This design comes from an exercise in tuning for small area, a short achievable clock period and few clock cycles per item on the open sky130 flow, not from production work.
In this exercise RTL edits were held to simulation tests only and were not proved equivalent to the original.
No activity file was given, so power comes from the tool's default toggle rates.

--- flow/config.mk ---
export PLATFORM = sky130hd
export DESIGN_NAME = set_assoc_cache_hit_miss_top
export DESIGN_NICKNAME = set_assoc_cache_hit_miss_top
export VERILOG_FILES = /design/flow/design.v
export SDC_FILE = /design/flow/constraint.sdc
export NUM_CORES = 4
export LEC_CHECK = 0
export CAP_MARGIN = 20
export CORE_MARGIN = 2
export CORE_UTILIZATION = 40
export CTS_CLUSTER_DIAMETER = 120
export CTS_CLUSTER_SIZE = 24
export SLEW_MARGIN = 20
--- flow/constraint.sdc ---
create_clock -name core_clock -period 13.0 [get_ports {i_clk}]
set_input_delay 2.6000 -clock core_clock [delete_from_list [all_inputs] [get_ports {i_clk}]]
set_output_delay 2.6000 -clock core_clock [all_outputs]
set_load 0.01 [all_outputs]
--- flow/design.v ---
package sac_pkg;
    localparam int ADDR_W       = 16;
    localparam int MAX_SET_BITS = 4;
    localparam int MAX_WAY_BITS = 3;
    localparam int SET_W        = MAX_SET_BITS;
    localparam int WAY_W        = MAX_WAY_BITS;
    localparam int NUM_SETS     = 1 << MAX_SET_BITS;
    localparam int NUM_WAYS     = 1 << MAX_WAY_BITS;
    localparam int TAG_W        = 16;
    localparam int RANK_W       = 3;
    localparam int CNT_W        = 32;
    localparam int CFG_IDX_W    = 3;
    localparam int CFG_DATA_W   = 5;
endpackage
module sac_cfg_regs (
    input  logic                           i_clk,
    input  logic                           i_rst_n,
    input  logic                           i_cfg_we,
    input  logic [sac_pkg::CFG_IDX_W-1:0]  i_cfg_index,
    input  logic [sac_pkg::CFG_DATA_W-1:0] i_cfg_data,
    output logic [4:0]                     o_addr_bits,
    output logic [2:0]                     o_set_bits,
    output logic [1:0]                     o_way_bits,
    output logic [3:0]                     o_offset_bits,
    output logic                           o_policy
);
    logic [4:0]       r_addr_bits;
    logic [2:0]       r_set_bits;
    logic [1:0]       r_way_bits;
    logic [3:0]       r_offset_bits;
    logic             r_policy;
    always_ff @(posedge i_clk) begin
        if (!i_rst_n) begin
            r_addr_bits   <= 5'd16;
            r_set_bits    <= 3'd2;
            r_way_bits    <= 2'd1;
            r_offset_bits <= 4'd4;
            r_policy      <= 1'b0;
        end else if (i_cfg_we) begin
            case (i_cfg_index)
                3'd0: r_addr_bits   <= i_cfg_data[4:0];
                3'd1: r_set_bits    <= i_cfg_data[2:0];
                3'd2: r_way_bits    <= i_cfg_data[1:0];
                3'd3: r_offset_bits <= i_cfg_data[3:0];
                3'd4: r_policy      <= i_cfg_data[0];
                default: ;
            endcase
        end
    end
    assign o_addr_bits   = (r_addr_bits > 5'd16) ? 5'd16 : r_addr_bits;
    assign o_set_bits    = (r_set_bits > 3'd4) ? 3'd4 : r_set_bits;
    assign o_way_bits    = r_way_bits;
    assign o_offset_bits = r_offset_bits;
    assign o_policy      = r_policy;
endmodule
module set_assoc_cache_hit_miss_top (
    input  logic                           i_clk,
    input  logic                           i_rst_n,
    input  logic                           i_cfg_we,
    input  logic [sac_pkg::CFG_IDX_W-1:0]  i_cfg_index,
    input  logic [sac_pkg::CFG_DATA_W-1:0] i_cfg_data,
    input  logic                           start,
    output logic                           busy,
    input  logic [sac_pkg::ADDR_W-1:0]     i_address,
    output logic                           o_result_valid,
    output logic                           o_hit,
    output logic [sac_pkg::SET_W-1:0]      o_set_index,
    output logic [sac_pkg::TAG_W-1:0]      o_tag_value,
    output logic [sac_pkg::WAY_W-1:0]      o_way_used,
    output logic [sac_pkg::CNT_W-1:0]      o_hit_count,
    output logic [sac_pkg::CNT_W-1:0]      o_miss_count
);
    localparam int ADDR_W = sac_pkg::ADDR_W;
    localparam int SET_W  = sac_pkg::SET_W;
    localparam int TAG_W  = sac_pkg::TAG_W;
    localparam int WAY_W  = sac_pkg::WAY_W;
    localparam int CNT_W  = sac_pkg::CNT_W;
    localparam int NS     = sac_pkg::NUM_SETS;
    localparam int NW     = sac_pkg::NUM_WAYS;
    localparam int RW     = sac_pkg::RANK_W;
    localparam int ROW_W  = NW * (TAG_W + RW + 1);
    logic [4:0] cfg_addr_bits;
    logic [2:0] cfg_set_bits;
    logic [1:0] cfg_way_bits;
    logic [3:0] cfg_offset_bits;
    logic       cfg_policy;
    sac_cfg_regs u_cfg (
        .i_clk         (i_clk),
        .i_rst_n       (i_rst_n),
        .i_cfg_we      (i_cfg_we),
        .i_cfg_index   (i_cfg_index),
        .i_cfg_data    (i_cfg_data),
        .o_addr_bits   (cfg_addr_bits),
        .o_set_bits    (cfg_set_bits),
        .o_way_bits    (cfg_way_bits),
        .o_offset_bits (cfg_offset_bits),
        .o_policy      (cfg_policy)
    );
    logic [NW-1:0] act;
    assign act = {{4{cfg_way_bits == 2'd3}}, {2{cfg_way_bits[1]}},
                  cfg_way_bits != 2'd0, 1'b1};
    logic [NS-1:0][NW-1:0][TAG_W-1:0] r_tags;
    logic [NS-1:0][NW-1:0][RW-1:0]    r_ranks;
    logic [NS-1:0][NW-1:0]            r_valid;
    assign busy = 1'b0;
    logic [ADDR_W:0]   addr_mask;
    logic [ADDR_W-1:0] addr_cut;
    logic [ADDR_W-1:0] addr_shift;
    logic [SET_W:0]    set_mask;
    logic [4:0]        tag_shift;
    logic [SET_W-1:0]  s2_set;
    logic [TAG_W-1:0]  s2_tag;
    always_comb begin
        addr_mask  = ((ADDR_W+1)'(1) << cfg_addr_bits) - (ADDR_W+1)'(1);
        addr_cut   = i_address & addr_mask[ADDR_W-1:0];
        addr_shift = addr_cut >> cfg_offset_bits;
        set_mask   = ((SET_W+1)'(1) << cfg_set_bits) - (SET_W+1)'(1);
        s2_set     = addr_shift[SET_W-1:0] & set_mask[SET_W-1:0];
        tag_shift  = {1'b0, cfg_offset_bits} + {2'b0, cfg_set_bits};
        s2_tag     = TAG_W'(addr_cut >> tag_shift);
    end
    logic             r2_v;
    logic [SET_W-1:0] r2_set;
    logic [TAG_W-1:0] r2_tag;
    always_ff @(posedge i_clk) begin
        r2_v   <= i_rst_n & start;
        r2_set <= s2_set;
        r2_tag <= s2_tag;
    end
    logic [NS-1:0]            s2_set_oh;
    logic [NS-1:0]            r2_set_oh;
    always_comb begin
        for (int s = 0; s < NS; s++) begin
            s2_set_oh[s] = (s2_set == SET_W'(s));
        end
    end
    always_ff @(posedge i_clk) begin
        r2_set_oh <= s2_set_oh;
    end
    logic [ROW_W-1:0]         row;
    logic [NW-1:0][TAG_W-1:0] row_tags;
    logic [NW-1:0][RW-1:0]    row_ranks;
    logic [NW-1:0]            row_valid;
    logic [NW-1:0]            s3_hv;
    always_comb begin
        row = '0;
        for (int s = 0; s < NS; s++) begin
            if (r2_set_oh[s]) begin
                row = row | {r_valid[s], r_ranks[s], r_tags[s]};
            end
        end
        {row_valid, row_ranks, row_tags} = row;
        for (int w = 0; w < NW; w++) begin
            s3_hv[w] = row_valid[w] && (row_tags[w] == r2_tag);
        end
    end
    logic [NW-1:0]         used_oh;
    logic [NW-1:0][RW-1:0] new_ranks;
    logic [NW-1:0]         new_valid;
    logic                  fwd;
    logic                  teq;
    logic                  r3_v;
    logic [SET_W-1:0]      r3_set;
    logic [TAG_W-1:0]      r3_tag;
    logic [NW-1:0]         r3_hv;
    logic [NW-1:0][RW-1:0] r3_ranks;
    logic [NW-1:0]         r3_valid;
    assign fwd = r3_v && (r3_set == r2_set);
    assign teq = (r3_tag == r2_tag);
    always_ff @(posedge i_clk) begin
        r3_v      <= i_rst_n & r2_v;
        r3_set    <= r2_set;
        r3_tag    <= r2_tag;
        if (fwd) begin
            r3_hv    <= (s3_hv & ~used_oh) | (used_oh & {NW{teq}});
            r3_ranks <= new_ranks;
            r3_valid <= new_valid;
        end else begin
            r3_hv    <= s3_hv;
            r3_ranks <= row_ranks;
            r3_valid <= row_valid;
        end
    end
    logic [NW-1:0]         hv;
    logic [NW-1:0]         vl;
    logic [NW-1:0][RW-1:0] rk;
    logic [NW-1:0]         hit_vec;
    logic [NW-1:0]         emp_vec;
    logic [NW-1:0]         hit_oh;
    logic [NW-1:0]         emp_oh;
    logic [NW-1:0]         vic_oh;
    logic [NW-1:0][NW-1:0] gt;         
    logic [NW-1:0]         below_hit;  
    logic [NW-1:0]         below_vic;  
    logic [NW-1:0]         below;      
    logic [NW-1:0]         inc;
    logic                  hit;
    logic                  empty;
    logic                  touch;
    logic                  vic_ok;
    logic [WAY_W-1:0]      used;
    always_comb begin
        hv = r3_hv;
        vl = r3_valid;
        rk = r3_ranks;
        hit_vec = act & hv;
        emp_vec = act & ~vl;
        hit     = |hit_vec;
        empty   = |emp_vec;
        for (int w = 0; w < NW; w++) begin
            hit_oh[w] = hit_vec[w];
            emp_oh[w] = emp_vec[w];
            for (int v = 0; v < w; v++) begin
                hit_oh[w] = hit_oh[w] && !hit_vec[v];
                emp_oh[w] = emp_oh[w] && !emp_vec[v];
            end
        end
        for (int k = 0; k < NW; k++) begin
            for (int m = 0; m < NW; m++) begin
                gt[k][m] = rk[k] > rk[m];
            end
        end
        for (int w = 0; w < NW; w++) begin
            vic_ok = act[w];
            for (int v = 0; v < NW; v++) begin
                if (v < w) vic_ok = vic_ok && (!act[v] || gt[w][v]);
                if (v > w) vic_ok = vic_ok && (!act[v] || !gt[v][w]);
            end
            vic_oh[w] = vic_ok;
        end
        for (int k = 0; k < NW; k++) begin
            below_hit[k] = 1'b0;
            below_vic[k] = 1'b0;
            for (int m = 0; m < NW; m++) begin
                below_hit[k] = below_hit[k] || (hit_oh[m] && gt[m][k]);
                below_vic[k] = below_vic[k] || (act[m] && gt[m][k]);
            end
            below[k] = hit ? below_hit[k] : (empty || below_vic[k]);
            inc[k]   = act[k] && vl[k] && below[k] && (rk[k] != '1);
        end
        used_oh = hit ? hit_oh : (empty ? emp_oh : vic_oh);
        touch   = !hit || !cfg_policy;
        for (int k = 0; k < NW; k++) begin
            if (touch && used_oh[k]) begin
                new_ranks[k] = '0;
            end else if (touch && inc[k]) begin
                new_ranks[k] = rk[k] + RW'(1);
            end else begin
                new_ranks[k] = rk[k];
            end
        end
        new_valid = vl | used_oh;
        used = '0;
        for (int w = 0; w < NW; w++) begin
            if (used_oh[w]) used = used | WAY_W'(w);
        end
    end
    always_ff @(posedge i_clk) begin
        for (int s = 0; s < NS; s++) begin
            if (r3_v && (r3_set == SET_W'(s))) begin
                r_ranks[s] <= new_ranks;
                for (int w = 0; w < NW; w++) begin
                    if (!hit && used_oh[w]) begin
                        r_tags[s][w] <= r3_tag;
                    end
                end
            end
        end
    end
    always_ff @(posedge i_clk) begin
        if (!i_rst_n) begin
            r_valid <= '0;
        end else begin
            for (int s = 0; s < NS; s++) begin
                if (r3_v && (r3_set == SET_W'(s))) begin
                    r_valid[s] <= new_valid;
                end
            end
        end
    end
    logic [CNT_W-1:0] r_hits;
    logic [CNT_W-1:0] r_misses;
    logic             r_out_valid;
    logic             r_out_hit;
    logic [SET_W-1:0] r_out_set;
    logic [TAG_W-1:0] r_out_tag;
    logic [WAY_W-1:0] r_out_way;
    always_ff @(posedge i_clk) begin
        if (!i_rst_n) begin
            r_hits      <= '0;
            r_misses    <= '0;
            r_out_valid <= 1'b0;
        end else begin
            r_out_valid <= r3_v;
            if (r3_v) begin
                if (hit && (r_hits != '1)) r_hits <= r_hits + CNT_W'(1);
                if (!hit && (r_misses != '1)) r_misses <= r_misses + CNT_W'(1);
            end
        end
    end
    always_ff @(posedge i_clk) begin
        r_out_hit <= hit;
        r_out_set <= r3_set;
        r_out_tag <= r3_tag;
        r_out_way <= used;
    end
    assign o_result_valid = r_out_valid;
    assign o_hit          = r_out_hit;
    assign o_set_index    = r_out_set;
    assign o_tag_value    = r_out_tag;
    assign o_way_used     = r_out_way;
    assign o_hit_count    = r_hits;
    assign o_miss_count   = r_misses;
endmodule
--- flow/flow/run.sh ---
#!/bin/bash
# The standard layout, with the timing repair steps aiming for a setup slack of
# SETUP_SLACK_MARGIN ns at the design's clock period (the constraints are unchanged).
set -euo pipefail
bash standard.sh SETUP_SLACK_MARGIN=9 finish > flow_make.log 2>&1
--- flow/standard.sh ---
#!/bin/bash
# synth_recipe.tcl (not shown) runs the flow's synth.tcl, then flattens the netlist and writes it again
# the make line also repeats each setting of config.mk as NAME=value (left out here)
make -C /OpenROAD-flow-scripts/flow DESIGN_CONFIG=/design/flow/config.mk WORK_HOME=/design/flow/orfs CLKGATE_MAP_FILE= SYNTH_SCRIPT=/design/flow/synth_recipe.tcl "${@:-finish}"
==> results.sh, run 1 <==
export IMPL_final_cell_area_sq_um=116600
export IMPL_synthXorXnorAreaFrac_pct=1.762
export IMPL_cts_buffers=134
export IMPL_synthTopCellsByArea="edfxtp_1 69%, dfxtp_1 6.3%, a221oi_1 4.6%"
export IMPL_cts_sinks=2762
export IMPL_synthMuxAreaShare_pct=0.6721
export IMPL_drive_above_1_share_pct=13.99
export IMPL_synth_cells=6485
export IMPL_chipWidth_microns=517.2
export IMPL_status="timing/DRC/antenna clean"
export IMPL_ys_types=97
export IMPL_finalPower_mw=16.65
export IMPL_setup_tns_final_ns=0
export IMPL_nets=6763
export IMPL_layout_min_cycle_time_ns=4.162
export IMPL_clk_path_buf_depth=3
export IMPL_synth_compound_area_share_pct=13.76
export IMPL_power_density_nw_per_um2=142.8
export IMPL_worstMarginPinSlew_ns=1.202
export IMPL_topRoutingLayerUsed="met5"
export IMPL_cts_tree="yes"
export IMPL_route_met3_wl_microns=34460
export IMPL_startpoint="r2_set_oh[5]$_DFF_P_"
export IMPL_async_flop_share_pct=0
export IMPL_htree_num_levels=4
export IMPL_num_rows=188
export IMPL_synthTopCellsByCount="2432 x edfxtp_1, 559 x a221oi_1, 558 x a22o_1"
export IMPL_ys_seq_elements=2762
export IMPL_drv_cap=0
export IMPL_clk_pin_slew_ns=0.10
export IMPL_yosys_area_share_simple_pct=5.136
export IMPL_holdWs_ns=0.3725
export IMPL_regToRegStartpoint="r2_set_oh[5]$_DFF_P_"
export IMPL_start_util_pct=40.17
export IMPL_grt_pass1_wl_microns=472400
export IMPL_fin_crit_sh_pct=32.01
export IMPL_antenna_left=0
export IMPL_synth_most_common_cell="edfxtp_1"
export IMPL_finalClockSkew_ns=0.04186
export IMPL_track_usage_pct=24.65
export IMPL_synth_top_area_share_pct=69.31
export IMPL_boundaryPins=118
export IMPL_fin_util_pct=44.45
export IMPL_dieArea_sq_um=267500
export IMPL_synth_nets=6620
export IMPL_crit_fanout=37
export IMPL_critPathKind="register to register"
export IMPL_synth_top_family_by_area="compound AO/OA/AOI/OAI gates"
export IMPL_drt_met1_wl_microns=135300
export IMPL_fmax_mhz=240.3
export IMPL_wl_met2_microns=157400
export IMPL_grt_pass1_vias=62410
export IMPL_io_buffers=116
export IMPL_hold_violations=0
export IMPL_avgSynthCellArea_sq_um=16.25
export IMPL_worst_ep_required_time_ns=13.73
export IMPL_worstSkewPairLatency_ns=0.84
export IMPL_drt_iter0_markers=9279
export IMPL_dr_pass1_iters=5
export IMPL_vias=64980
export IMPL_rsz0062_at_grt="yes"
export IMPL_r2r_end="r3_hv[5]$_DFF_P_"
export IMPL_via_per_inst=6.346
export IMPL_startpoint_type="register"
export IMPL_synth_edf_count=2432
export IMPL_routed_wl_microns=337900
export IMPL_antenna_found_initial=17
export IMPL_detail_route_wl_per_cell_microns=33.00
export IMPL_yosys_warnings=2
export IMPL_hpwl_microns=182700
export IMPL_slew_viol_final=0
export IMPL_grt_max_degree=98
export IMPL_cts_root_buf="clkbuf_16"
export IMPL_reg2reg_slack_ns=8.84
export IMPL_crit_arrival_ns=4.89
export IMPL_drcViolationCount=0
export IMPL_p_leak_nw=36.10
export IMPL_syn_cell_area_sq_um=105400
export IMPL_gp_congestion=0.9162
export IMPL_yosys_most_used_dff="edfxtp_1"
export IMPL_grt_overflow=0
export IMPL_yosysSeqAreaShare_pct=75.58
export IMPL_end_kind="register"
export IMPL_place_area_sq_um=111800
export IMPL_rr_worst_depth=9
export IMPL_dieHeight_microns=517.2
export IMPL_ir_worst_vdd_mv=0.1231
export IMPL_worstHoldPathType="register to register"
export IMPL_slew_headroom_pct=18.79
export IMPL_synth_area_leader_cell="edfxtp_1"
export IMPL_core_area_sq_um=262300
export IMPL_finalSetupViolCount=0
export IMPL_endpoint="r3_hv[5]$_DFF_P_"
export IMPL_synthAdderAreaFrac_pct=1.278
export IMPL_synthToLayoutAreaGrowth_pct=10.64
[worst max-delay path: stages (launching register included)]
cell and delay (ns):
dfxtp_4 0.59, clkbuf_8 0.53, buf_8 0.43, buf_8 0.45, a221oi_1 0.20, nand3_1 0.14
nor2_1 0.17, nor2_1 0.24, nand4_1 0.62, o31ai_1 0.55
[sequential cells by signal (all words and copies together), names as in the netlist, 2 cells and up]
signal and cells:
u_cfg.r_way_bits 2, r2_set_oh 16, r_misses 32, r_tags 2048, u_cfg.r_offset_bits 4, r_hits 32
r3_ranks 24, r3_valid 8, u_cfg.r_set_bits 3, r_out_way 3, u_cfg.r_addr_bits 5, r_out_tag 16
r2_set 4, r2_tag 16, r3_set 4, r_out_set 4, r3_hv 8, r3_tag 16
r_ranks 384, r_valid 128
[cells by family after synthesis]
family | count (synthesis)
flip-flops | 2762
AND/OR/NAND/NOR | 1053
adder cells (fa/ha/maj) | 107
XOR/XNOR | 212
buffers and inverters | 496
other | 1
multiplexers | 65
AO/OA/AOI/OAI | 1789
[per-layer routing]
metal / up-vias / track usage [%]
met5: - / 0
met4: 12 / 7.090
met3: 515 / 4.795
met2: 3566 / 39.59
met1: 33980 / 34.03
li1: 26920 / -
[what timing repair did]
item | in CTS | in global routing
pin swaps | 11 | 6
hold buffers | 0 | 0
resized for setup | 541 | 53
setup buffers | 61 | 7
endpoints found under the setup margin | 813 | 383
gates cloned | 0 | 1
[worst min path at each step]
| stage | cells past startpoint | startpoint | slack (ns) | end |
|---|---|---|---|---|
| CTS | 0 | r2_set[1]$_DFF_P_ | 0.37 | r3_set[1]$_DFF_P_ |
| global placement | 0 | r2_set[3]$_DFF_P_ | 0.36 | r3_set[3]$_DFF_P_ |
| global route | 0 | r2_set[1]$_DFF_P_ | 0.39 | r3_set[1]$_DFF_P_ |
| floorplan | 0 | r2_tag[0]$_SDFF_PP0_ | 0.33 | r3_tag[0]$_DFF_P_ |
| detailed placement | 0 | r2_set[1]$_DFF_P_ | 0.36 | r3_set[1]$_DFF_P_ |
| finish | 0 | r2_set[1]$_DFF_P_ | 0.37 | r3_set[1]$_DFF_P_ |
[cell type report]
type	count	area (sq um)
fillers	22730	145700
flip-flops and latches	2762	79930
multi-input cells	3228	24660
well taps	3515	4398
clock buffers	215	3731
repair buffers	433	3407
inverters	69	264.0
clock inverters	14	172.7
diodes	4	10.01
[cells in the final DEF, fill, tap and decap left out, types with 18 or more instances in the layout]
cell type | netlist | routed
nor2_4 | 0 | 41
nand4_1 | 199 | 199
clkdlybuf4s50_1 | 0 | 22
buf_4 | 1 | 287
o21ai_0 | 100 | 95
nor3_1 | 47 | 45
dfxtp_2 | 0 | 52
xnor2_1 | 64 | 64
nand3_1 | 98 | 93
buf_2 | 14 | 81
ha_1 | 106 | 105
dfxtp_4 | 0 | 61
inv_1 | 63 | 46
clkbuf_16 | 0 | 137
edfxtp_1 | 2432 | 2432
xor2_1 | 148 | 148
inv_2 | 4 | 20
a22o_1 | 558 | 558
and3_1 | 21 | 21
a211oi_1 | 92 | 91
buf_6 | 3 | 21
a221oi_1 | 559 | 558
dfxtp_1 | 330 | 217
nor2_2 | 1 | 109
and2_1 | 18 | 18
and4_1 | 18 | 18
mux2i_1 | 55 | 54
nand2_1 | 115 | 113
nand3b_1 | 29 | 29
nor2_1 | 378 | 229
a32oi_1 | 24 | 23
a22oi_1 | 176 | 176
a21oi_1 | 129 | 124
clkbuf_1 | 320 | 77
nor4_1 | 54 | 47
[metrics by stage]
step | setup WS [ns] | cells
2_1_floorplan | 8.772 | 6485
3_3_place_gp | 7.669 | 9937
3_5_place_dp | 7.736 | 9937
4_1_cts | 8.770 | 10230
5_1_grt | 8.784 | 10240
6_report | 8.838 | 10240
[power by group]
part	internal, mW	leakage, nW	switching [mW]	total (mW)
logic	0.515	9.91	1.19	1.71
clock network	2.02	1.87	2.77	4.78
registers	9.93	24.3	0.226	10.2
Testbench counts, summed over its fixed seeds: cycles 48,432, items 48,000.
==> inputs of run 2 (changes only) <==
==> flow/flow/run.sh (replaced) <==
#!/bin/bash
# The standard layout, with the timing repair steps aiming for a setup slack of
# SETUP_SLACK_MARGIN ns at the design's clock period (the constraints are unchanged).
set -euo pipefail
bash standard.sh SETUP_SLACK_MARGIN=8.85 finish > flow_make.log 2>&1
--- a/flow/config.mk
+++ b/flow/config.mk
@@ -8,6 +8,4 @@
 export CAP_MARGIN = 20
 export CORE_MARGIN = 2
 export CORE_UTILIZATION = 40
-export CTS_CLUSTER_DIAMETER = 120
-export CTS_CLUSTER_SIZE = 24
 export SLEW_MARGIN = 20
==> run 2 against run 1 <==
  * Count of clock-buffer cells in the layout is 166 higher
  * Still clean on timing, DRC and antenna
  * Die area stayed put
  * Largest cell class unchanged
  * Power is 20% higher
  * Via count is 2.3% higher
  * Area after synthesis stayed put
  * Combinational power hardly changed
  * Largest power group unchanged
==> results.sh, run 2 <==
export IMPL_core_area_sq_um=262300
export IMPL_synth_area_leader_cell="edfxtp_1"
export IMPL_worstSkewPairLatency_ns=0.96
export IMPL_route_met3_wl_microns=36100
export IMPL_slowest_stage="dfxtp_1"
export IMPL_synthTopCellsByArea="edfxtp_1 69%, dfxtp_1 6.3%, a221oi_1 4.6%"
export IMPL_dieHeight_microns=517.2
export IMPL_p_sw_mw=4.792
export IMPL_p_comb_share_pct=8.6
export IMPL_chipWidth_microns=517.2
export IMPL_num_rows=188
export IMPL_drt_met1_wl_microns=138400
export IMPL_worst_ep_required_time_ns=13.56
export IMPL_slew_headroom_pct=24.30
export IMPL_track_usage_pct=24.99
export IMPL_drcViolationCount=0
export IMPL_ys_seq_elements=2762
export IMPL_top_regs="r_tags x2048, r_ranks x384, r_valid x128"
export IMPL_cpMostUsedCell="nor2_1"
export IMPL_grt_max_degree=113
export IMPL_boundaryPins=118
export IMPL_fin_util_pct=46.43
export IMPL_clk_path_buf_depth=4
export IMPL_swShare_pct=24.01
export IMPL_synthToLayoutAreaGrowth_pct=15.57
export IMPL_finalPower_mw=19.96
export IMPL_cts_buffers=294
export IMPL_critPathKind="register to register"
export IMPL_internal_power_mw=15.17
export IMPL_drv_cap=0
export IMPL_multi_input_area_sq_um=24480
export IMPL_holdWs_ns=0.3147
export IMPL_endpoint="r_ranks[162]$_DFFE_PP_"
export IMPL_seq_area_sq_um=79890
export IMPL_synth_most_common_cell="edfxtp_1"
export IMPL_dieArea_sq_um=267500
export IMPL_hpwl_microns=182300
export IMPL_setup_tns_final_ns=0
export IMPL_path_cells="a211oi_1 > o22a_4 > inv_2 > nor2_1 > and3_1 > nand2_2 > a21oi_2 > nor2_1"
export IMPL_fmax_mhz=231.1
export IMPL_ir_worst_vdd_mv=0.1204
export IMPL_ys_types=97
export IMPL_async_flop_share_pct=0
export IMPL_fillCellCount=22240
export IMPL_dr_pass1_iters=6
export IMPL_routed_wl_microns=344500
export IMPL_antenna_left=0
export IMPL_synth_cells=6485
export IMPL_antenna_found_initial=12
export IMPL_dp_cells=9937
export IMPL_slew_viol_final=0
export IMPL_clockPowerShare_pct=40.5
export IMPL_stdcell_count=10490
export IMPL_io_buffers=116
export IMPL_grt_pass1_wl_microns=479700
export IMPL_reg2reg_slack_ns=8.67
export IMPL_synth_nets=6620
export IMPL_holdBufCountCts=0
export IMPL_largest_register="r_tags"
export IMPL_power_density_nw_per_um2=163.9
export IMPL_topRoutingLayerUsed="met5"
export IMPL_cts_tree="yes"
export IMPL_gp_congestion=0.9387
export IMPL_detail_route_wl_per_cell_microns=32.84
export IMPL_largest_reg_flops=2048
export IMPL_grt_overflow=0
export IMPL_rr_worst_depth=8
export IMPL_synth_top_area_share_pct=69.31
export IMPL_worstMarginPinSlew_ns=1.135
export IMPL_wl_met2_microns=158000
export IMPL_regToRegStartpoint="r3_hv[0]$_DFF_P_"
export IMPL_synthTopCellsByCount="2432 x edfxtp_1, 559 x a221oi_1, 558 x a22o_1"
export IMPL_syn_cell_area_sq_um=105400
export IMPL_cp_slowest_stage_delay_ns=0.80
export IMPL_crit_fanout=21
export IMPL_startpoint_type="register"
export IMPL_cts_root_buf="clkbuf_16"
export IMPL_clk_pin_slew_ns=0.06
export IMPL_drive_above_1_share_pct=15.92
export IMPL_nets=6893
export IMPL_rsz0062_at_grt="yes"
export IMPL_fin_crit_sh_pct=33.29
export IMPL_worstHoldPathType="register to register"
export IMPL_hold_violations=0
export IMPL_synth_edf_count=2432
export IMPL_yosys_most_used_dff="edfxtp_1"
export IMPL_finalClockSkew_ns=0.1054
export IMPL_crit_arrival_ns=4.89
export IMPL_status="timing/DRC/antenna clean"
export IMPL_drt_iter0_markers=9434
export IMPL_yosysSeqAreaShare_pct=75.58
export IMPL_start_util_pct=40.17
export IMPL_vias=66500
export IMPL_grt_pass1_vias=63990
export IMPL_final_cell_mix="2432 x edfxtp_1, 558 x a22o_1, 558 x a221oi_1, 305 x clkbuf_16, 239 x nor2_1"
export IMPL_final_common_cell="edfxtp_1"
export IMPL_layout_min_cycle_time_ns=4.328
export IMPL_seq_power_share_pct=50.8
export IMPL_avgSynthCellArea_sq_um=16.25
export IMPL_via_per_inst=6.338
export IMPL_r2r_end="r_ranks[162]$_DFFE_PP_"
export IMPL_p_leak_nw=38.54
export IMPL_finalSetupViolCount=0
export IMPL_yosys_warnings=2
export IMPL_htree_num_levels=5
export IMPL_end_kind="register"
export IMPL_startpoint="r3_hv[0]$_DFF_P_"
export IMPL_cts_sinks=2762
-- run 2: cell counts after synthesis --
No cell type changed its count.
-- run 2: cells by family (layout without fill, tap and decap cells) --
| kind of cell | count (synthesis) | count (layout) | synth area share [%] |
|---|---|---|---|
| other cells | 1 | 5 | 0.003559 |
| compound gates | 1789 | 1791 | 13.76 |
| fa+ha+maj | 107 | 107 | 1.278 |
| buf+inv | 496 | 981 | 1.809 |
| simple gates | 1053 | 1053 | 5.136 |
| xor+xnor | 212 | 212 | 1.762 |
| mux | 65 | 65 | 0.6721 |
| flops | 2762 | 2762 | 75.58 |
-- run 2: area by class of cell --
| cell class | count | area share [%] |
|---|---|---|
| Inverter | 69 | 0.2168 |
| Clock buffer | 381 | 6.600 |
| Multi-Input combinational cell | 3229 | 20.10 |
| Clock inverter | 129 | 0.9175 |
| Timing Repair inverter | 1 | 0.006165 |
| Tap cell | 3515 | 3.611 |
| Sequential cell | 2762 | 65.61 |
| Antenna cell | 4 | 0.008220 |
| Timing Repair Buffer | 401 | 2.931 |
-- run 2: worst max-delay path, delay by kind of cell, from the launching register on --
kind	cells	cell delay [ns]
DFF	1	0.80
buffers and inverters	1	0.37
AOI/OAI and AO/OA	3	0.86
and+or+nand+nor	4	1.93
-- run 2: what timing repair did --
item / 4_1_cts / 5_1_grt
gates cloned: 1 / 4
setup endpoints to repair: 434 / 688
setup buffers: 7 / 27
pin swaps: 2 / 18
gates resized for setup: 382 / 70
-- run 2: worst min-delay path by stage --
stage | start | end | cells past startpoint
final | r2_set[2]$_DFF_P_ | r3_set[2]$_DFF_P_ | 0
after CTS | r2_set[2]$_DFF_P_ | r3_set[2]$_DFF_P_ | 0
after floorplan | r2_tag[0]$_SDFF_PP0_ | r3_tag[0]$_DFF_P_ | 0
after global placement | r2_set[3]$_DFF_P_ | r3_set[3]$_DFF_P_ | 0
after global routing | r2_set[2]$_DFF_P_ | r3_set[2]$_DFF_P_ | 0
after detailed placement | r2_set[2]$_DFF_P_ | r3_set[2]$_DFF_P_ | 0
-- run 2: per-layer routing --
layer  up-vias  track usage, %
met5         -               0
met4        10           8.275
met3       668           5.312
li1      27320               -
met2      3874           39.46
met1     34620           34.35
-- run 2: stage by stage --
step | instance area [sq um] | setup slack [ns]
3_5_place_dp | 111800 | 7.755
6_report | 121800 | 8.672
5_1_grt | 121800 | 8.565
3_3_place_gp | 111700 | 7.689
4_1_cts | 121200 | 8.701
2_1_floorplan | 105400 | 8.771
-- run 2: power groups by stage --
stage	registers, mW	logic, mW	clock network, mW
floorplan	10.3	0.922	0
global placement	10.3	1.62	0
detailed placement	10.3	1.66	0
CTS	10.1	1.68	8.17
global route	10.2	1.84	8.51
finish	10.1	1.72	8.09
==> inputs of run 3 (changes only) <==
==> flow/flow/run.sh (replaced) <==
#!/bin/bash
# The standard layout, with the timing repair steps aiming for a setup slack of
# SETUP_SLACK_MARGIN ns at the design's clock period (the constraints are unchanged).
set -euo pipefail
bash standard.sh SETUP_SLACK_MARGIN=9.3 finish > flow_make.log 2>&1
--- a/flow/config.mk
+++ b/flow/config.mk
@@ -8,4 +8,6 @@
 export CAP_MARGIN = 20
 export CORE_MARGIN = 2
 export CORE_UTILIZATION = 40
+export CTS_CLUSTER_DIAMETER = 135
+export CTS_CLUSTER_SIZE = 27
 export SLEW_MARGIN = 20
==> run 3 against run 2 <==
  * Via count shrank 1.6%
  * Design area fell by 3.2%
  * Clock skew is essentially flat
  * Register-to-register slack improved by 0.64 ns
  * Cell count down 1.8%
  * Synthesized cell count unchanged
  * Count of clock-buffer cells in the layout down 178
==> results.sh, run 3 <==
export IMPL_status="timing/DRC/antenna clean"
export IMPL_synth_nets=6620
export IMPL_end_kind="output pin"
export IMPL_cp_slowest_stage_delay_ns=0.38
export IMPL_drv_cap=0
export IMPL_critical_path_top_delay_family="flip-flops"
export IMPL_top_regs="r_tags x2048, r_ranks x384, r_valid x128"
export IMPL_synth_top_area_share_pct=69.31
export IMPL_fin_crit_sh_pct=30.48
export IMPL_hpwl_microns=180300
export IMPL_clk_pin_slew_ns=0.11
export IMPL_fin_util_pct=44.92
export IMPL_finalClockSkew_ns=0.1058
export IMPL_gp_congestion=0.9035
export IMPL_cts_sinks=2762
export IMPL_largest_register="r_tags"
export IMPL_crit_fanout=1
export IMPL_ir_worst_vdd_mv=0.1212
export IMPL_dieHeight_microns=517.2
export IMPL_ys_seq_elements=2762
export IMPL_num_rows=188
export IMPL_boundaryPins=118
export IMPL_finalSetupViolCount=0
export IMPL_holdBufCountCts=0
export IMPL_vias=65410
export IMPL_setup_tns_final_ns=0
export IMPL_clk_path_buf_depth=3
export IMPL_worst_path_stages=1
export IMPL_cts_tree="yes"
export IMPL_worst_ep_required_time_ns=10.40
export IMPL_dieArea_sq_um=267500
export IMPL_grt_pass1_vias=62040
export IMPL_dr_pass1_iters=8
export IMPL_slew_viol_final=0
export IMPL_core_area_sq_um=262300
export IMPL_path_cells="buf_6"
export IMPL_synthToLayoutAreaGrowth_pct=11.82
export IMPL_async_flop_share_pct=0
export IMPL_drive_above_1_share_pct=15.33
export IMPL_htree_num_levels=3
export IMPL_startpoint_type="register"
export IMPL_synth_area_leader_cell="edfxtp_1"
export IMPL_power_density_nw_per_um2=138.3
export IMPL_worstSkewPairLatency_ns=0.87
export IMPL_rsz0062_at_grt="yes"
export IMPL_antenna_found_initial=12
export IMPL_worstHoldPathType="register to register"
export IMPL_start_util_pct=40.17
export IMPL_avgSynthCellArea_sq_um=16.25
export IMPL_regToRegStartpoint="r2_set_oh[5]$_DFF_P_"
export IMPL_layout_min_cycle_time_ns=3.963
export IMPL_cts_root_buf="clkbuf_16"
export IMPL_chipWidth_microns=517.2
export IMPL_synthTopCellsByArea="edfxtp_1 69%, dfxtp_1 6.3%, a221oi_1 4.6%"
export IMPL_slowest_stage="dfxtp_4"
export IMPL_cts_buffers=113
export IMPL_yosys_warnings=2
export IMPL_synth_cells=6485
export IMPL_r2r_end="r3_hv[6]$_DFF_P_"
export IMPL_antenna_left=0
export IMPL_routed_wl_microns=336000
export IMPL_hold_violations=0
export IMPL_p_leak_nw=36.47
export IMPL_worstMarginPinSlew_ns=1.130
export IMPL_slew_headroom_pct=24.63
export IMPL_fmax_mhz=252.3
export IMPL_finalPower_mw=16.29
export IMPL_nets=6823
export IMPL_synth_most_common_cell="edfxtp_1"
export IMPL_endpoint="o_tag_value[3]"
export IMPL_grt_pass1_wl_microns=468900
export IMPL_drcViolationCount=0
export IMPL_crit_arrival_ns=1.36
export IMPL_crit_buf_inv=1
export IMPL_rr_worst_depth=8
export IMPL_synth_edf_count=2432
export IMPL_critPathKind="register to output pin"
export IMPL_track_usage_pct=24.37
export IMPL_io_buffers=116
export IMPL_final_cell_mix="2432 x edfxtp_1, 558 x a22o_1, 557 x a221oi_1, 325 x buf_4, 227 x nor2_1"
export IMPL_startpoint="r_out_tag[3]$_DFF_P_"
export IMPL_ys_types=97
export IMPL_grt_overflow=0
export IMPL_largest_reg_flops=2048
export IMPL_yosysSeqAreaShare_pct=75.58
export IMPL_drt_iter0_markers=9369
export IMPL_final_common_cell="edfxtp_1"
export IMPL_syn_cell_area_sq_um=105400
export IMPL_hold_path_startpoint="r2_set[1]$_DFF_P_"
export IMPL_via_per_inst=6.348
export IMPL_synthTopCellsByCount="2432 x edfxtp_1, 559 x a221oi_1, 558 x a22o_1"
export IMPL_detail_route_wl_per_cell_microns=32.61
export IMPL_reg2reg_slack_ns=9.31
export IMPL_yosys_most_used_dff="edfxtp_1"
export IMPL_grt_max_degree=98
## run 3: per-layer routing
| metal | track usage, % | vias up | part of all wire (%) |
|---|---|---|---|
| li1 | - | 27050 | - |
| met1 | 33.79 | 34240 | 40 |
| met2 | 39.31 | 3564 | 47 |
| met3 | 4.039 | 550 | 9.6 |
| met4 | 7.440 | 10 | 3.3 |
| met5 | 0 | - | 0.019 |
## run 3: final cells by class
class                           instances  area (sq um)
Antenna cell                            4         10.01
Timing Repair Buffer                  511          4813
Clock inverter                         10         165.2
Inverter                               69         277.8
Fill cell                           22610        144500
Tap cell                             3515          4398
Clock buffer                          203          3166
Sequential cell                      2762         79940
Multi-Input combinational cell       3228         25030
Timing Repair inverter                  3         23.77
## run 3: cell families (layout without fill, tap and decap cells)
group	after synthesis	in the layout	synth area share (%)
adder cells (fa/ha/maj)	107	107	1.278
other	1	5	0.003559
AND/OR/NAND/NOR	1053	1054	5.136
multiplexers	65	65	0.6721
flip-flops	2762	2762	75.58
AO/OA/AOI/OAI	1789	1789	13.76
XOR/XNOR	212	212	1.762
buffers and inverters	496	796	1.809
## run 3: worst min path at each step
stage                   endpoint  slack (ns)  cells after the start
2_1_floorplan  r3_tag[0]$_DFF_P_        0.33                      0
3_3_place_gp   r3_set[1]$_DFF_P_        0.38                      0
3_5_place_dp   r3_set[1]$_DFF_P_        0.36                      0
4_1_cts        r3_set[1]$_DFF_P_        0.38                      0
5_1_grt        r3_set[1]$_DFF_P_        0.39                      0
6_report       r3_set[1]$_DFF_P_        0.38                      0
## run 3: through the flow
step,hold WS [ns],instance area [sq um],cells,setup slack [ns]
5_1_grt,0.3899,117800,10300,8.983
4_1_cts,0.3783,116900,10250,8.982
3_3_place_gp,0.3767,111700,9925,7.807
3_5_place_dp,0.3639,111800,9929,7.919
6_report,0.3817,117800,10310,9.037
2_1_floorplan,0.3290,105400,6485,8.772
## run 3: timing repair
item                       4_1_cts  5_1_grt
pin swaps                       36       27
cloned                           4        1
hold endpoints to repair         0        0
setup endpoints to repair     1211      940
setup buffers                  104       49
resized for setup              756       80
## run 3: where the power goes
part	internal [mW]	total, mW	switching [mW]
Clock	1.69	4.40	2.71
Sequential	9.94	10.1	0.202
Combinational	0.542	1.76	1.21
==> inputs of run 4 (changes only) <==
==> flow/flow/run.sh (replaced) <==
#!/bin/bash
# The standard layout, with the timing repair steps aiming for a setup slack of
# SETUP_SLACK_MARGIN ns at the design's clock period (the constraints are unchanged).
set -euo pipefail
bash standard.sh SETUP_SLACK_MARGIN=9 finish > flow_make.log 2>&1
==> run 4 against run 3 <==
  * Still clean on timing, DRC and antenna
  * Sequential power barely moved
  * Critical path depth increased by 8
  * Power is essentially flat
  * First-iteration DRC count fell by 5.6%
  * Synthesized cell count unchanged
  * Combinational power decreased by 3%
  * Critical path type is now register to register
  * Largest power group unchanged
==> results.sh, run 4 <==
export IMPL_drive_above_1_share_pct=13.75
export IMPL_wl_met2_microns=156900
export IMPL_fillCellCount=22780
export IMPL_clk_path_buf_depth=3
export IMPL_num_rows=188
export IMPL_yosysSeqAreaShare_pct=75.58
export IMPL_holdBufCountCts=0
export IMPL_final_common_cell="edfxtp_1"
export IMPL_drt_iter0_markers=8842
export IMPL_synthTopCellsByCount="2432 x edfxtp_1, 559 x a221oi_1, 558 x a22o_1"
export IMPL_swShare_pct=25.37
export IMPL_finalSetupViolCount=0
export IMPL_yosys_warnings=2
export IMPL_seq_area_sq_um=79940
export IMPL_worstHoldPathType="register to register"
export IMPL_internal_power_mw=12.16
export IMPL_gp_congestion=0.9162
export IMPL_grt_max_degree=98
export IMPL_topRoutingLayerUsed="met5"
export IMPL_dieHeight_microns=517.2
export IMPL_syn_cell_area_sq_um=105400
export IMPL_ys_types=97
export IMPL_largest_register="r_tags"
export IMPL_power_density_nw_per_um2=140.2
export IMPL_worst_ep_required_time_ns=13.72
export IMPL_routed_wl_microns=337700
export IMPL_hold_violations=0
export IMPL_io_buffers=116
export IMPL_finalClockSkew_ns=0.1237
export IMPL_avgSynthCellArea_sq_um=16.25
export IMPL_antenna_left=0
export IMPL_synth_cells=6485
export IMPL_dieArea_sq_um=267500
export IMPL_r2r_end="r3_hv[5]$_DFF_P_"
export IMPL_min_path_cells=0
export IMPL_synthToLayoutAreaGrowth_pct=10.32
export IMPL_drt_met1_wl_microns=136600
export IMPL_rr_worst_depth=9
export IMPL_route_met3_wl_microns=33650
export IMPL_htree_num_levels=3
export IMPL_rsz0062_at_grt="yes"
export IMPL_nets=6752
export IMPL_worstSkewPairLatency_ns=0.88
export IMPL_ys_seq_elements=2762
export IMPL_fin_crit_sh_pct=31.74
export IMPL_drcViolationCount=0
export IMPL_yosys_most_used_dff="edfxtp_1"
export IMPL_p_sw_mw=4.134
export IMPL_slew_headroom_pct=20.78
export IMPL_worstMarginPinSlew_ns=1.172
export IMPL_holdWs_ns=0.3742
export IMPL_synth_top_area_share_pct=69.31
export IMPL_track_usage_pct=24.55
export IMPL_hold_path_startpoint="r2_set[0]$_DFF_P_"
export IMPL_multi_input_area_sq_um=24700
export IMPL_p_leak_nw=35.87
export IMPL_async_flop_share_pct=0
export IMPL_setup_tns_final_ns=0
export IMPL_vias=64960
export IMPL_dr_pass1_iters=6
export IMPL_clockPowerShare_pct=27.1
export IMPL_antenna_found_initial=15
export IMPL_final_cell_mix="2432 x edfxtp_1, 558 x a22o_1, 558 x a221oi_1, 291 x buf_4, 230 x nor2_1"
export IMPL_cts_root_buf="clkbuf_16"
export IMPL_grt_pass1_vias=62320
export IMPL_crit_fanout=37
export IMPL_synth_most_common_cell="edfxtp_1"
export IMPL_cts_sinks=2762
export IMPL_crit_arrival_ns=4.85
export IMPL_largest_reg_flops=2048
export IMPL_slew_viol_final=0
export IMPL_detail_route_wl_per_cell_microns=32.99
export IMPL_regToRegStartpoint="r2_set_oh[5]$_DFF_P_"
export IMPL_top_regs="r_tags x2048, r_ranks x384, r_valid x128"
export IMPL_grt_overflow=0
export IMPL_fmax_mhz=242.4
export IMPL_layout_min_cycle_time_ns=4.126
export IMPL_start_util_pct=40.17
export IMPL_via_per_inst=6.346
export IMPL_status="timing/DRC/antenna clean"
export IMPL_seq_power_share_pct=62.3
export IMPL_grt_pass1_wl_microns=471800
export IMPL_reg2reg_slack_ns=8.87
export IMPL_cts_buffers=113
export IMPL_p_comb_share_pct=10.5
export IMPL_hold_end="r3_set[0]$_DFF_P_"
export IMPL_cts_tree="yes"
export IMPL_critPathKind="register to register"
export IMPL_core_area_sq_um=262300
export IMPL_startpoint="r2_set_oh[5]$_DFF_P_"
export IMPL_synth_nets=6620
export IMPL_boundaryPins=118
export IMPL_clk_pin_slew_ns=0.11
export IMPL_startpoint_type="register"
export IMPL_drv_cap=0
export IMPL_synth_area_leader_cell="edfxtp_1"
export IMPL_synthTopCellsByArea="edfxtp_1 69%, dfxtp_1 6.3%, a221oi_1 4.6%"
export IMPL_hpwl_microns=182700
export IMPL_synth_edf_count=2432
export IMPL_end_kind="register"
export IMPL_ir_worst_vdd_mv=0.1279
export IMPL_chipWidth_microns=517.2
run 4: layout make-up:
class / instances / area share [%]
clock inverters: 11 / 0.1615
repair buffers: 443 / 3.056
diodes: 4 / 0.008611
multi-input cells: 3228 / 21.25
well taps: 3515 / 3.783
inverters: 69 / 0.2293
flip-flops and latches: 2762 / 68.77
clock buffers: 205 / 2.748
run 4: per-stage QoR:
step | instance area (sq um) | utilization, % | total power [mW] | worst slack [ns] | instances
6_report | 116200 | 44.32 | 16.29 | 8.874 | 10240
5_1_grt | 116200 | 44.32 | 16.75 | 8.793 | 10230
4_1_cts | 115900 | 44.20 | 16.28 | 8.776 | 10220
3_5_place_dp | 111800 | 42.64 | 12.01 | 7.736 | 9937
3_3_place_gp | 111800 | 42.61 | 11.96 | 7.669 | 9937
2_1_floorplan | 105400 | - | 11.26 | 8.772 | 6485
run 4: cell families after synthesis:
family / after synthesis / synth area share [%]
buf+inv: 496 / 1.809
compound gates: 1789 / 13.76
xor+xnor: 212 / 1.762
other cells: 1 / 0.003559
mux: 65 / 0.6721
simple gates: 1053 / 5.136
flops: 2762 / 75.58
fa+ha+maj: 107 / 1.278
run 4: repair_timing:
action                     CTS  global route
setup endpoints to repair  876           462
setup buffers               65            13
resized for setup          509            80
gates cloned                 0             1
hold endpoints to repair     0             0
pin swaps                   10             6
run 4: worst max-delay path: stages, from the launching register on:
cell and delay, ns:
dfxtp_4 0.60, clkbuf_8 0.54, buf_8 0.44, buf_8 0.46, a221oi_1 0.20, nand3_1 0.13, nor2_1 0.17, nor2_1 0.24
nand4_1 0.61, o31ai_1 0.54
run 4: worst max path at each step:
stage                                        to  slack [ns]  cells past startpoint
after floorplan            r2_set_oh[3]$_DFF_P_        8.77                      8
after global placement    r2_set_oh[15]$_DFF_P_        7.67                      8
after detailed placement  r2_set_oh[10]$_DFF_P_        7.74                      7
after CTS                      r3_hv[5]$_DFF_P_        8.78                      8
after global routing           r3_hv[5]$_DFF_P_        8.79                      9
final                          r3_hv[5]$_DFF_P_        8.87                      9
run 4: metal layers:
layer  global-route usage (%)  up-vias
li1                         -    26880
met1                    33.98    34040
met2                    39.60     3529
met3                    4.706      504
met4                    6.628       12
met5                        0        -
run 4: power by group through the flow:
stage	Clock (mW)	Combinational, mW	Sequential (mW)
floorplan	0	0.923	10.3
CTS	4.46	1.66	10.2
global route	4.75	1.83	10.2
finish	4.42	1.71	10.2
detailed placement	0	1.65	10.4
global placement	0	1.61	10.4
==> inputs of run 5 (changes only) <==
==> flow/flow/run.sh (replaced) <==
#!/bin/bash
# The standard layout, with the timing repair steps aiming for a setup slack of
# SETUP_SLACK_MARGIN ns at the design's clock period (the constraints are unchanged).
set -euo pipefail
bash standard.sh SETUP_SLACK_MARGIN=9.6 finish > flow_make.log 2>&1
==> run 5 against run 4 <==
  * Sequential share of layout area down 1.9 points
  * Clock skew fell by 0.064 ns
  * Worst hold slack lost 0.020 ns
  * Combinational power up 11%
  * Sequential power barely moved
  * Cell count increased by 1.6%
  * Register-to-register slack better by 0.61 ns
  * Maximum frequency increased by 5.7%
  * Still clean on timing, DRC and antenna
==> results.sh, run 5 <==
export IMPL_critPathKind="register to output pin"
export IMPL_boundaryPins=118
export IMPL_clk_pin_slew_ns=0.12
export IMPL_fmax_mhz=256.2
export IMPL_cts_buffers=112
export IMPL_finalSetupViolCount=0
export IMPL_min_path_cells=0
export IMPL_ys_seq_elements=2762
export IMPL_antenna_left=0
export IMPL_power_density_nw_per_um2=137.3
export IMPL_start_util_pct=40.17
export IMPL_core_area_sq_um=262300
export IMPL_p_sw_mw=4.176
export IMPL_dieArea_sq_um=267500
export IMPL_dieHeight_microns=517.2
export IMPL_status="timing/DRC/antenna clean"
export IMPL_top_regs="r_tags x2048, r_ranks x384, r_valid x128"
export IMPL_grt_pass1_wl_microns=481200
export IMPL_synth_cells=6485
export IMPL_synthTopCellsByCount="2432 x edfxtp_1, 559 x a221oi_1, 558 x a22o_1"
export IMPL_vias=66050
export IMPL_track_usage_pct=25.24
export IMPL_dp_cells=9948
export IMPL_hold_path_startpoint="r2_set[1]$_DFF_P_"
export IMPL_chipWidth_microns=517.2
export IMPL_yosysSeqAreaShare_pct=75.58
export IMPL_internal_power_mw=12.23
export IMPL_seq_power_share_pct=61.8
export IMPL_drv_cap=0
export IMPL_avgSynthCellArea_sq_um=16.25
export IMPL_startpoint_type="register"
export IMPL_regToRegStartpoint="u_cfg.r_addr_bits[4]$_SDFFE_PN1P_"
export IMPL_worst_ep_required_time_ns=10.40
export IMPL_crit_buf_inv=1
export IMPL_synthToLayoutAreaGrowth_pct=13.45
export IMPL_syn_cell_area_sq_um=105400
export IMPL_drt_iter0_markers=9618
export IMPL_synthTopCellsByArea="edfxtp_1 69%, dfxtp_1 6.3%, a221oi_1 4.6%"
export IMPL_fin_util_pct=45.58
export IMPL_worstHoldPathType="register to register"
export IMPL_num_rows=188
export IMPL_seq_area_sq_um=79980
export IMPL_grt_overflow=0
export IMPL_worstMarginPinSlew_ns=1.196
export IMPL_synth_most_common_cell="edfxtp_1"
export IMPL_synth_edf_count=2432
export IMPL_worstSkewPairLatency_ns=0.83
export IMPL_fillCellCount=22600
export IMPL_setup_tns_final_ns=0
export IMPL_slowest_stage="dfxtp_4"
export IMPL_nets=6913
export IMPL_gp_congestion=0.9034
export IMPL_drive_above_1_share_pct=17.17
export IMPL_multi_input_area_sq_um=25270
export IMPL_largest_register="r_tags"
export IMPL_cts_sinks=2762
export IMPL_p_leak_nw=37.21
export IMPL_detail_route_wl_per_cell_microns=33.60
export IMPL_cts_root_buf="clkbuf_16"
export IMPL_synth_top_area_share_pct=69.31
export IMPL_final_cell_mix="2432 x edfxtp_1, 558 x a22o_1, 555 x a221oi_1, 353 x buf_4, 223 x nor2_1"
export IMPL_r2r_end="r2_set_oh[9]$_DFF_P_"
export IMPL_cts_tree="yes"
export IMPL_drcViolationCount=0
export IMPL_grt_pass1_vias=62650
export IMPL_largest_reg_flops=2048
export IMPL_path_cells="buf_6"
export IMPL_rr_worst_depth=12
export IMPL_io_buffers=116
export IMPL_hold_end="r3_set[1]$_DFF_P_"
export IMPL_slew_viol_final=0
export IMPL_fin_crit_sh_pct=30.02
export IMPL_finalClockSkew_ns=0.05935
export IMPL_hpwl_microns=180200
export IMPL_stdcell_count=10400
export IMPL_synth_nets=6620
export IMPL_ir_worst_vdd_mv=0.1114
export IMPL_yosys_most_used_dff="edfxtp_1"
export IMPL_dp_slack_ns=7.828
export IMPL_async_flop_share_pct=0
export IMPL_critical_path_top_delay_family="flip-flops"
export IMPL_grt_max_degree=98
export IMPL_crit_fanout=1
export IMPL_antenna_found_initial=12
export IMPL_ys_types=97
export IMPL_clk_path_buf_depth=3
export IMPL_clockPowerShare_pct=26.7
export IMPL_synth_area_leader_cell="edfxtp_1"
export IMPL_end_kind="output pin"
export IMPL_slew_headroom_pct=19.65
export IMPL_reg2reg_slack_ns=9.48
export IMPL_layout_min_cycle_time_ns=3.903
export IMPL_rsz0062_at_grt="yes"
export IMPL_htree_num_levels=3
export IMPL_setup_ws_ns=9.097
export IMPL_swShare_pct=25.45
export IMPL_cp_slowest_stage_delay_ns=0.39
export IMPL_hold_violations=0
export IMPL_yosys_warnings=2
export IMPL_dr_pass1_iters=5
export IMPL_via_per_inst=6.354
export IMPL_p_comb_share_pct=11.5
export IMPL_final_common_cell="edfxtp_1"
export IMPL_routed_wl_microns=349300
export IMPL_crit_arrival_ns=1.30
-- run 5: cells by family after synthesis --
kind of cell	synth area share, %
AND/OR/NAND/NOR	5.136
other	0.003559
buffers and inverters	1.809
multiplexers	0.6721
XOR/XNOR	1.762
AO/OA/AOI/OAI	13.76
flip-flops	75.58
adder cells (fa/ha/maj)	1.278
-- run 5: through the flow --
step                      instance area (sq um)  total power, mW  hold WS (ns)
after global placement                   111900            11.97        0.3765
after CTS                                118400            16.36        0.3626
after detailed placement                 112000            12.01        0.3686
final                                    119500            16.41        0.3541
after floorplan                          105500            11.26        0.3290
after global routing                     119500            16.85        0.3688
-- run 5: repair_timing --
action                                   CTS  global route
pin swaps                                 64            41
resized for setup                        864           127
endpoints found under the setup margin  2785          1972
cloned                                     8             3
buffers inserted                         156            64
hold buffers                               0             0
-- run 5: worst max-delay path by stage --
stage                                       end  slack [ns]  cells past startpoint                    start
after floorplan            r2_set_oh[3]$_DFF_P_        8.77                      8             i_address[4]
after global placement     r2_set_oh[7]$_DFF_P_        7.81                      8             i_address[4]
after detailed placement  r2_set_oh[15]$_DFF_P_        7.83                      8             i_address[4]
after CTS                        o_tag_value[8]        9.04                      1     r_out_tag[8]$_DFF_P_
after global routing              o_way_used[2]        9.04                      1  r_out_way[2]$_SDFF_PP1_
final                             o_way_used[2]        9.10                      1  r_out_way[2]$_SDFF_PP1_
-- run 5: cell type report --
type / instances / area share [%]
clock buffers: 205 / 2.690
repair inverters: 1 / 0.006280
inverters: 69 / 0.2387
clock inverters: 5 / 0.07746
well taps: 3515 / 3.679
repair buffers: 604 / 5.242
flip-flops and latches: 2762 / 66.91
diodes: 7 / 0.01465
multi-input cells: 3228 / 21.14
-- run 5: power groups by stage --
stage / logic, mW / clock network [mW] / registers, mW
global route: 2.00 / 4.70 / 10.1
floorplan: 0.926 / 0 / 10.3
global placement: 1.62 / 0 / 10.3
detailed placement: 1.66 / 0 / 10.4
finish: 1.89 / 4.38 / 10.1
CTS: 1.80 / 4.42 / 10.1
-- run 5: metal layers --
layer	GRT usage [%]	routed length, microns	up-vias
met2	40.11	160500	3874
met4	8.717	13570	6
li1	-	-	27210
met3	4.462	36930	579
met1	34.93	138200	34390
met5	0	37	-
==> inputs of run 6 (changes only) <==
--- a/flow/design.v
+++ b/flow/design.v
@@ -103,6 +103,12 @@
     logic [NS-1:0][NW-1:0][RW-1:0]    r_ranks;
     logic [NS-1:0][NW-1:0]            r_valid;
     assign busy = 1'b0;
+    logic              r1_v;
+    logic [ADDR_W-1:0] r1_addr;
+    always_ff @(posedge i_clk) begin
+        r1_v    <= i_rst_n & start;
+        r1_addr <= i_address;
+    end
     logic [ADDR_W:0]   addr_mask;
     logic [ADDR_W-1:0] addr_cut;
     logic [ADDR_W-1:0] addr_shift;
@@ -112,7 +118,7 @@
     logic [TAG_W-1:0]  s2_tag;
     always_comb begin
         addr_mask  = ((ADDR_W+1)'(1) << cfg_addr_bits) - (ADDR_W+1)'(1);
-        addr_cut   = i_address & addr_mask[ADDR_W-1:0];
+        addr_cut   = r1_addr & addr_mask[ADDR_W-1:0];
         addr_shift = addr_cut >> cfg_offset_bits;
         set_mask   = ((SET_W+1)'(1) << cfg_set_bits) - (SET_W+1)'(1);
         s2_set     = addr_shift[SET_W-1:0] & set_mask[SET_W-1:0];
@@ -123,7 +129,7 @@
     logic [SET_W-1:0] r2_set;
     logic [TAG_W-1:0] r2_tag;
     always_ff @(posedge i_clk) begin
-        r2_v   <= i_rst_n & start;
+        r2_v   <= i_rst_n & r1_v;
         r2_set <= s2_set;
         r2_tag <= s2_tag;
     end
@@ -142,6 +148,20 @@
     logic [NW-1:0][RW-1:0]    row_ranks;
     logic [NW-1:0]            row_valid;
     logic [NW-1:0]            s3_hv;
+    logic [NW-1:0][RW-1:0]    mem_ranks;
+    logic [NW-1:0]            mem_valid;
+    logic [NW-1:0]            mem_hv;
+    logic                     r_out_valid;
+    logic [SET_W-1:0]         r_out_set;
+    logic [TAG_W-1:0]         r_out_tag;
+    logic                     r_out_hit;
+    logic [NW-1:0]            p_used;
+    logic [NW-1:0][RW-1:0]    p_ranks;
+    logic [NW-1:0]            p_valid;
+    logic                     fwd5;
+    logic                     teq5;
+    assign fwd5 = r_out_valid && (r_out_set == r2_set);
+    assign teq5 = (r_out_tag == r2_tag);
     always_comb begin
         row = '0;
         for (int s = 0; s < NS; s++) begin
@@ -149,9 +169,18 @@
                 row = row | {r_valid[s], r_ranks[s], r_tags[s]};
             end
         end
-        {row_valid, row_ranks, row_tags} = row;
+        {mem_valid, mem_ranks, row_tags} = row;
         for (int w = 0; w < NW; w++) begin
-            s3_hv[w] = row_valid[w] && (row_tags[w] == r2_tag);
+            mem_hv[w] = mem_valid[w] && (row_tags[w] == r2_tag);
+        end
+        if (fwd5) begin
+            row_valid = p_valid;
+            row_ranks = p_ranks;
+            s3_hv     = (mem_hv & ~p_used) | (p_used & {NW{teq5}});
+        end else begin
+            row_valid = mem_valid;
+            row_ranks = mem_ranks;
+            s3_hv     = mem_hv;
         end
     end
     logic [NW-1:0]         used_oh;
@@ -170,7 +199,7 @@
     always_ff @(posedge i_clk) begin
         r3_v      <= i_rst_n & r2_v;
         r3_set    <= r2_set;
-        r3_tag    <= r2_tag;
+                r3_tag    <= r2_tag;
         if (fwd) begin
             r3_hv    <= (s3_hv & ~used_oh) | (used_oh & {NW{teq}});
             r3_ranks <= new_ranks;
@@ -256,12 +285,17 @@
         end
     end
     always_ff @(posedge i_clk) begin
+        p_used  <= used_oh;
+        p_ranks <= new_ranks;
+        p_valid <= new_valid;
+    end
+    always_ff @(posedge i_clk) begin
         for (int s = 0; s < NS; s++) begin
-            if (r3_v && (r3_set == SET_W'(s))) begin
-                r_ranks[s] <= new_ranks;
+            if (r_out_valid && (r_out_set == SET_W'(s))) begin
+                r_ranks[s] <= p_ranks;
                 for (int w = 0; w < NW; w++) begin
-                    if (!hit && used_oh[w]) begin
-                        r_tags[s][w] <= r3_tag;
+                    if (!r_out_hit && p_used[w]) begin
+                        r_tags[s][w] <= r_out_tag;
                     end
                 end
             end
@@ -272,18 +306,14 @@
             r_valid <= '0;
         end else begin
             for (int s = 0; s < NS; s++) begin
-                if (r3_v && (r3_set == SET_W'(s))) begin
-                    r_valid[s] <= new_valid;
+                if (r_out_valid && (r_out_set == SET_W'(s))) begin
+                    r_valid[s] <= p_valid;
                 end
             end
         end
     end
     logic [CNT_W-1:0] r_hits;
     logic [CNT_W-1:0] r_misses;
-    logic             r_out_valid;
-    logic             r_out_hit;
-    logic [SET_W-1:0] r_out_set;
-    logic [TAG_W-1:0] r_out_tag;
     logic [WAY_W-1:0] r_out_way;
     always_ff @(posedge i_clk) begin
         if (!i_rst_n) begin
==> flow/flow/run.sh (replaced) <==
#!/bin/bash
# The standard layout, with the timing repair steps aiming for a setup slack of
# SETUP_SLACK_MARGIN ns at the design's clock period (the constraints are unchanged).
set -euo pipefail
bash standard.sh SETUP_SLACK_MARGIN=9 finish > flow_make.log 2>&1
--- a/flow/config.mk
+++ b/flow/config.mk
@@ -8,6 +8,4 @@
 export CAP_MARGIN = 20
 export CORE_MARGIN = 2
 export CORE_UTILIZATION = 40
-export CTS_CLUSTER_DIAMETER = 135
-export CTS_CLUSTER_SIZE = 27
 export SLEW_MARGIN = 20
==> run 6 against run 5 <==
  * Still clean on timing, DRC and antenna
  * Power increased by 25%
  * Global-route usage grew 0.91 points
  * Sequential power barely moved
  * Critical endpoint is now o_tag_value[11]
==> results.sh, run 6 <==
export IMPL_cts_buffers=305
export IMPL_finalSetupViolCount=0
export IMPL_finalPower_mw=20.48
export IMPL_antenna_found_initial=17
export IMPL_cts_tree="yes"
export IMPL_yosysSeqAreaShare_pct=75.29
export IMPL_p_leak_nw=40.64
export IMPL_dr_pass1_iters=6
export IMPL_layout_min_cycle_time_ns=4.102
export IMPL_gp_congestion=0.8726
export IMPL_start_util_pct=40.11
export IMPL_swShare_pct=23.98
export IMPL_top_regs="r_tags x2048, r_ranks x384, r_valid x128"
export IMPL_fin_crit_sh_pct=31.56
export IMPL_synthToLayoutAreaGrowth_pct=16.62
export IMPL_ys_types=83
export IMPL_crit_arrival_ns=1.50
export IMPL_seq_power_share_pct=50.4
export IMPL_antenna_left=0
export IMPL_grt_pass1_wl_microns=508200
export IMPL_worstMarginPinSlew_ns=1.213
export IMPL_slew_headroom_pct=19.12
export IMPL_vias=69020
export IMPL_grt_overflow=0
export IMPL_status="timing/DRC/antenna clean"
export IMPL_final_cell_area_sq_um=125100
export IMPL_worstHoldPathType="register to register"
export IMPL_ys_seq_elements=2819
export IMPL_p_sw_mw=4.910
export IMPL_worst_ep_required_time_ns=10.40
export IMPL_nets=7233
export IMPL_avgSynthCellArea_sq_um=15.90
export IMPL_drcViolationCount=0
export IMPL_cts_sinks=2819
export IMPL_htree_num_levels=5
export IMPL_largest_reg_flops=2048
export IMPL_drv_cap=0
export IMPL_synthTopCellsByCount="2432 x edfxtp_1, 562 x a221oi_1, 554 x a22o_1"
export IMPL_clockPowerShare_pct=40.9
export IMPL_dieHeight_microns=521.9
export IMPL_synth_edf_count=2432
export IMPL_dp_cells=10220
export IMPL_cts_root_buf="clkbuf_16"
export IMPL_drive_above_1_share_pct=16.18
export IMPL_crit_fanout=3
export IMPL_hpwl_microns=192900
export IMPL_clk_pin_slew_ns=0.06
export IMPL_fmax_mhz=243.8
export IMPL_drt_iter0_markers=10090
export IMPL_critical_path_top_delay_family="flip-flops"
export IMPL_grt_pass1_vias=66090
export IMPL_synthTopCellsByArea="edfxtp_1 68%, dfxtp_1 7.2%, a221oi_1 4.6%"
export IMPL_ir_worst_vdd_mv=0.1072
export IMPL_track_usage_pct=26.15
export IMPL_synth_top_area_share_pct=68.07
export IMPL_yosys_most_used_dff="edfxtp_1"
export IMPL_place_area_sq_um=113800
export IMPL_via_per_inst=6.335
export IMPL_grt_max_degree=133
export IMPL_dieArea_sq_um=272400
export IMPL_p_comb_share_pct=8.7
export IMPL_largest_register="r_tags"
export IMPL_synth_area_leader_cell="edfxtp_1"
export IMPL_synth_cells=6747
export IMPL_boundaryPins=118
export IMPL_yosys_warnings=2
export IMPL_num_rows=190
export IMPL_rsz0062_at_grt="yes"
export IMPL_routed_wl_microns=366400
export IMPL_syn_cell_area_sq_um=107300
export IMPL_synth_most_common_cell="edfxtp_1"
export IMPL_hold_violations=0
export IMPL_synth_nets=6882
export IMPL_holdWs_ns=0.3197
export IMPL_final_cell_mix="2432 x edfxtp_1, 561 x a221oi_1, 554 x a22o_1, 372 x nand2_1, 314 x clkbuf_16"
export IMPL_slew_viol_final=0
export IMPL_path_cells="buf_6"
export IMPL_stdcell_count=10900
export IMPL_final_common_cell="edfxtp_1"
export IMPL_chipWidth_microns=521.9
export IMPL_crit_buf_inv=1
export IMPL_clk_path_buf_depth=4
export IMPL_core_area_sq_um=267400
export IMPL_detail_route_wl_per_cell_microns=33.63
export IMPL_slowest_stage="dfxtp_4"
export IMPL_critPathKind="register to output pin"
export IMPL_finalClockSkew_ns=0.09991
export IMPL_internal_power_mw=15.57
export IMPL_async_flop_share_pct=0
export IMPL_power_density_nw_per_um2=163.7
export IMPL_cp_slowest_stage_delay_ns=0.42
export IMPL_startpoint_type="register"
export IMPL_worstSkewPairLatency_ns=0.96
export IMPL_end_kind="output pin"
export IMPL_setup_tns_final_ns=0
export IMPL_io_buffers=116
-- run 6: cell count changes in the layout (fill, tap and decap cells not counted), moves of 38 or more --
cell | before | now
nor2_1 | 223 | 149
a21oi_1 | 116 | 62
nor2_4 | 64 | 14
buf_6 | 139 | 94
clkinv_1 | 2 | 49
a21boi_0 | 2 | 133
a211oi_1 | 88 | 20
dfxtp_2 | 76 | 38
nand2_1 | 108 | 372
dfxtp_1 | 188 | 278
clkinv_2 | 0 | 45
buf_4 | 353 | 304
clkbuf_16 | 118 | 314
and2_1 | 15 | 79
-- run 6: timing repair --
action / CTS / global route
resized for setup: 583 / 21
hold buffers: 0 / 0
pin swaps: 1 / 0
hold endpoints to repair: 0 / 0
setup endpoints to repair: 111 / 79
cloned: 0 / 1
buffers inserted: 108 / 7
-- run 6: layout make-up --
class / count / area (sq um)
fill: 22670 / 142300
sequential: 2819 / 81090
multi-input combinational: 3414 / 25030
clock buffer: 410 / 8518
timing repair buffer: 479 / 4587
tap: 3552 / 4444
clock inverter: 125 / 1082
inverter: 79 / 315.3
antenna: 17 / 42.54
-- run 6: logic make-up after synthesis --
family,Yosys count,share of synthesized area (%)
DFF,2819,75.29
xor gates and xnor gates,239,1.951
other,1,0.003495
and+or+nand+nor,1285,5.928
buffers and inverters,514,1.833
muxes,45,0.4572
AOI/OAI and AO/OA,1737,13.28
adders and majority gates,107,1.255
-- run 6: path summary, 6_finish.rpt --
kind,start,endpoint,slack (ns),cells past startpoint
min reg2reg,r3_tag[8]$_DFF_P_,r_out_tag[8]$_DFF_P_,0.32,0
max,r_out_tag[11]$_DFF_P_,o_tag_value[11],8.90,1
min,r3_tag[8]$_DFF_P_,r_out_tag[8]$_DFF_P_,0.32,0
max reg2reg,r2_set_oh[8]$_DFF_P_,r3_hv[7]$_DFF_P_,8.93,10
-- run 6: power groups by stage --
stage / combinational [mW] / clock, mW / sequential, mW
floorplan: 0.838 / 0 / 10.5
global placement: 1.49 / 0 / 10.6
detailed placement: 1.52 / 0 / 10.6
CTS: 1.73 / 8.44 / 10.3
global route: 1.88 / 8.81 / 10.3
finish: 1.78 / 8.38 / 10.3
-- run 6: metrics by stage --
stage / setup slack (ns) / utilization [%]
2_1_floorplan: 9.241 / -
3_3_place_gp: 7.555 / 42.50
3_5_place_dp: 8.320 / 42.54
4_1_cts: 8.820 / 46.67
5_1_grt: 8.818 / 46.77
6_report: 8.898 / 46.78
-- run 6: worst register-to-register path, stage by stage (launching register included) --
cell	delay, ns
dfxtp_4	0.70
buf_4	0.66
buf_4	0.55
a221oi_1	0.20
nand3_1	0.11
nor2_1	0.21
a211oi_1	0.58
nand4_1	0.29
o41ai_2	0.28
buf_4	0.25
a2bb2oi_1	0.18
-- run 6: routing by layer --
layer | wire length, microns | share of wire [%] | up-vias | global-route usage, %
met3 | 42450 | 12 | 755 | 5.679
met5 | 30 | 0.0082 | - | 0
li1 | - | - | 28080 | -
met1 | 141500 | 39 | 35600 | 35.57
met4 | 15370 | 4.2 | 4 | 10.20
met2 | 167000 | 46 | 4573 | 40.96
Testbench counts of run 6, summed over its fixed seeds: cycles 48,576, items 48,000.

==> what the ideal ports hide <==
In the flow no input, the clock included, has a driving cell. The finished layouts below were timed again as built, in two steps.
Step 1 (the two cells are an assumption about what drives the block):
set clk [get_ports {i_clk}]
set_driving_cell -lib_cell sky130_fd_sc_hd__clkbuf_16 $clk
set_driving_cell -lib_cell sky130_fd_sc_hd__buf_2 [delete_from_list [all_inputs] $clk]
Step 2 adds t to the input delays and takes it off the output delays; t is the mean of the earliest and latest rising clock arrival at the registers after step 1. Input paths then give back, and output paths get back, about the clock's delay inside the block.
Slacks: no drivers / after step 1 / after step 2; pairs: no drivers / after step 1.
run | shift t [ns] | setup WS [ns] | latest minus earliest clock arrival (ns) | worst slew at a driven data input, ns
run 1 | 0.931 | 8.838 / 8.838 / 8.182 | 0.045 / 0.046 | 0.11
run 2 | 0.998 | 8.672 / 8.672 / 7.918 | 0.106 / 0.106 | 0.11
run 3 | 0.910 | 9.037 / 8.944 / 8.266 | 0.109 / 0.109 | 0.11
run 4 | 0.922 | 8.874 / 8.874 / 8.142 | 0.124 / 0.124 | 0.11
run 5 | 0.891 | 9.097 / 9.008 / 8.326 | 0.063 / 0.063 | 0.11
run 6 | 1.005 | 8.898 / 8.804 / 8.507 | 0.101 / 0.102 | 0.05
After both steps setup and hold are still met in every run listed.
